This is an optimization exercise on Yosys and OpenROAD, whose aim is small area, a short achievable clock period and few clock cycles per item, not a production implementation.
In this exercise RTL edits were held to simulation tests only and were not proved equivalent to the original.

## oak
// tilt_vector_to_angle_sector
module tilt_vector_to_angle_sector (
  input  wire         clk,
  input  wire         rst,
  input  wire         accel_valid,
  output wire         accel_stall,
  input  wire  [15:0] accel_x,
  input  wire  [15:0] accel_y,
  output wire         sector_valid,
  input  wire         sector_stall,
  output wire  [4:0]  sector
);
  localparam integer XW  = 19;
  function automatic integer wy(input integer k);
    case (k)
      1: wy = 18; 2: wy = 18; 3: wy = 17; 4: wy = 16; 5: wy = 16;
      6: wy = 15; 7: wy = 14; 8: wy = 13; 9: wy = 12; 10: wy = 11;
      11: wy = 10; 12: wy = 9; 13: wy = 8; default: wy = 7;
    endcase
  endfunction
  function automatic integer xwid(input integer k);
    xwid = (k <= 7) ? 19 : (k == 8) ? 16 : (k == 9) ? 13 : 11;
  endfunction
  function automatic integer xoff(input integer k);
    xoff = (k <= 7) ? 0 : (k == 8) ? 3 : (k == 9) ? 6 : 8;
  endfunction
  function automatic [13:0] atan_step(input integer i);
    case (i)
      0: atan_step = 14'd8192; 1: atan_step = 14'd4836; 2: atan_step = 14'd2555;
      3: atan_step = 14'd1297; 4: atan_step = 14'd651;  5: atan_step = 14'd326;
      6: atan_step = 14'd163;  7: atan_step = 14'd81;   8: atan_step = 14'd41;
      9: atan_step = 14'd20;   10: atan_step = 14'd10;  11: atan_step = 14'd5;
      12: atan_step = 14'd3;   13: atan_step = 14'd1;   14: atan_step = 14'd1;
      default: atan_step = 14'd0;
    endcase
  endfunction
  function automatic [15:0] abs16(input [15:0] v);
    integer j;
    reg     any;
    begin
      any = 1'b0;
      for (j = 0; j < 16; j = j + 1) begin
        abs16[j] = v[j] ^ (v[15] & any);
        any = any | v[j];
      end
    end
  endfunction
  reg        stall_q;
  wire       accept = accel_valid & ~stall_q;
  reg        v0, sx, sy;
  reg [15:0] ax, ay;
  always @(posedge clk) begin
    if (rst) v0 <= 1'b0;
    else     v0 <= accept;
    sx <= accel_x[15];
    sy <= accel_y[15];
    ax <= abs16(accel_x);
    ay <= abs16(accel_y);
  end
  wire        d0  = sx ^ sy;
  wire [16:0] s1x;
  wire [15:0] dyx, dxy;
  tvas_ks_add #(.W(17)) u_s1x (.a({1'b0, ax}), .b({1'b0, ay}), .ci(1'b0), .s(s1x));
  ...
Size in the first run: roughly 4,100 cells after synthesis, about 640 flip-flops, roughly 43 I/O pins, roughly 35,000 sq um of cells after synthesis.
export LEC_CHECK = 0
export ABC_AREA = 1
export CAP_MARGIN = 20
export CORE_MARGIN = 2
export CORE_UTILIZATION = 40
export CTS_BUF_LIST = sky130_fd_sc_hd__clkbuf_4 sky130_fd_sc_hd__clkbuf_8
export CTS_CLUSTER_SIZE = 30
export PLACE_DENSITY = 0.75
export SETUP_SLACK_MARGIN = 2.6
export SLEW_MARGIN = 20
create_clock -name core_clock -period 5.0 [get_ports {clk}]
run.sh (not shown) runs the stock make flow with config.mk's settings and CLKGATE_MAP_FILE= SYNTH_SCRIPT=/design/flow/synth_recipe.tcl, a recipe that flattens the netlist after the stock synthesis.
The final layout from oak, which completed every stage, passed the timing, DRC and antenna checks at the end of the flow.
Testbench counts of oak, summed over its fixed seeds: cycles 16,120, items 16,000.
The inputs of pine differ from those of oak as listed below.
# oak
export LEC_CHECK = 0
export ABC_AREA = 1
export CAP_MARGIN = 20
export CORE_MARGIN = 2
export CORE_UTILIZATION = 40
export CTS_BUF_LIST = sky130_fd_sc_hd__clkbuf_4 sky130_fd_sc_hd__clkbuf_8
export CTS_CLUSTER_SIZE = 30
export PLACE_DENSITY = 0.75
export SETUP_SLACK_MARGIN = 2.6
export SLEW_MARGIN = 20
create_clock -name core_clock -period 5.0 [get_ports {clk}]
# pine
export LEC_CHECK = 0
export ABC_AREA = 1
export CAP_MARGIN = 20
export CORE_MARGIN = 2
export CORE_UTILIZATION = 40
export SETUP_SLACK_MARGIN = 2.6
export SLEW_MARGIN = 20
create_clock -name core_clock -period 5.0 [get_ports {clk}]
Notes after the runs:
- In pine, the number of signal-net buffers in the layout came out 5 above the value in oak.
- Wire length in pine is 1.1% below oak.
- From oak to pine the numbers moved as follows: register-to-register slack went down 0.03 ns; worst setup timing slack at the placement stage fell by 0.038 ns.
- Between oak and pine, the flow reports clock-buffer cell count decreasing by more than a quarter.
- Between pine and oak, the least setup slack across all paths after layout is lower for pine.
What birch does differently from pine at the input level:
# pine
export LEC_CHECK = 0
export ABC_AREA = 1
export CAP_MARGIN = 20
export CORE_MARGIN = 2
export CORE_UTILIZATION = 40
export SETUP_SLACK_MARGIN = 2.6
export SLEW_MARGIN = 20
create_clock -name core_clock -period 5.0 [get_ports {clk}]
# birch
export LEC_CHECK = 0
export ABC_AREA = 1
export CAP_MARGIN = 20
export CORE_MARGIN = 2
export CORE_UTILIZATION = 40
export CTS_BUF_LIST = sky130_fd_sc_hd__clkbuf_4 sky130_fd_sc_hd__clkbuf_8
export CTS_CLUSTER_SIZE = 30
export PLACE_DENSITY = 0.75
export SETUP_SLACK_MARGIN = 2.5
export SLEW_MARGIN = 20
create_clock -name core_clock -period 5.0 [get_ports {clk}]
--- outcome ---
From pine to birch the numbers moved as follows: post-CTS clock slew at the launch and capture registers of the worst setup and hold paths shows no meaningful change; maximum frequency shows a reduction of about 0.7%; hold slack shows an increase of 0.017 ns. On gate count of the mapped netlist, birch and pine are basically level. pine reports its capture point of the critical path as g_rot[2].g_xy.yq[9]$_DFF_P_ while birch reports sector[2]. Classification of the worst setup path = reg2reg: pine; classification of the worst setup path = reg2out: birch. Per the comparison of birch with pine, register-to-register slack has remained practically unchanged; headroom to the max-slew limit has increased; number of global-route vias before repair climbed 3.9%.
Here is what was changed in the inputs of maple compared with birch.
# birch
export LEC_CHECK = 0
export ABC_AREA = 1
export CAP_MARGIN = 20
export CORE_MARGIN = 2
export CORE_UTILIZATION = 40
export CTS_BUF_LIST = sky130_fd_sc_hd__clkbuf_4 sky130_fd_sc_hd__clkbuf_8
export CTS_CLUSTER_SIZE = 30
export PLACE_DENSITY = 0.75
export SETUP_SLACK_MARGIN = 2.5
export SLEW_MARGIN = 20
create_clock -name core_clock -period 5.0 [get_ports {clk}]
# maple
export LEC_CHECK = 0
export ABC_AREA = 1
export CAP_MARGIN = 20
export CORE_MARGIN = 2
export CORE_UTILIZATION = 40
export CTS_BUF_LIST = sky130_fd_sc_hd__clkbuf_4 sky130_fd_sc_hd__clkbuf_8
export CTS_CLUSTER_SIZE = 30
export PLACE_DENSITY = 0.85
export SETUP_SLACK_MARGIN = 2.6
export SLEW_MARGIN = 20
create_clock -name core_clock -period 5.0 [get_ports {clk}]
==> summary.txt <==
Going from birch to maple, detailed placer's ending HPWL grew slightly.
Diff birch -> maple: layout-stage area growth over the synthesis result shows an increase of 0.72 points; worst slew margin relative to its limit shows a reduction of 6.7 points; number of instances in the placed design shows no meaningful change.
When the final numbers for maple and birch were put side by side, the met3 layer usage reported by global route turned out to be greater in maple.
Number of iterations in the first detailed-routing pass is lower on maple
~same final weighted congestion in routability-driven placement in maple and birch
Compared to birch, maple has total number of cells along the worst setup path 11 higher.

==> what the ideal ports hide <==
In the flow no input, the clock included, has a driving cell. The finished layouts below were timed again as built, in two steps. Step 1: set_driving_cell puts a clkbuf_16 on clk and a buf_2 on each other input, an assumption about the parent block. Step 2 adds t to the input delays and takes it off the output delays; t is the mean of the earliest and latest rising clock arrival at the registers after step 1. Input paths then give back, and output paths get back, about the clock's delay inside the block. Three values: ideal ports, drivers, drivers and shift; two values: the first two.
run	shift t [ns]	slack for setup (ns)	hold WS [ns]
oak	0.754	2.666 / 2.610 / 2.098	0.316 / 0.316 / 0.316
pine	0.671	2.637 / 2.623 / 2.199	0.298 / 0.298 / 0.298
birch	0.754	2.620 / 2.552 / 2.101	0.315 / 0.315 / 0.315
maple	0.748	2.590 / 2.590 / 2.117	0.311 / 0.311 / 0.311
After both steps setup and hold are still met in every run listed. The setup slack of oak, which loses most, moves by -0.056 ns with the drivers and by -0.568 ns with both steps.
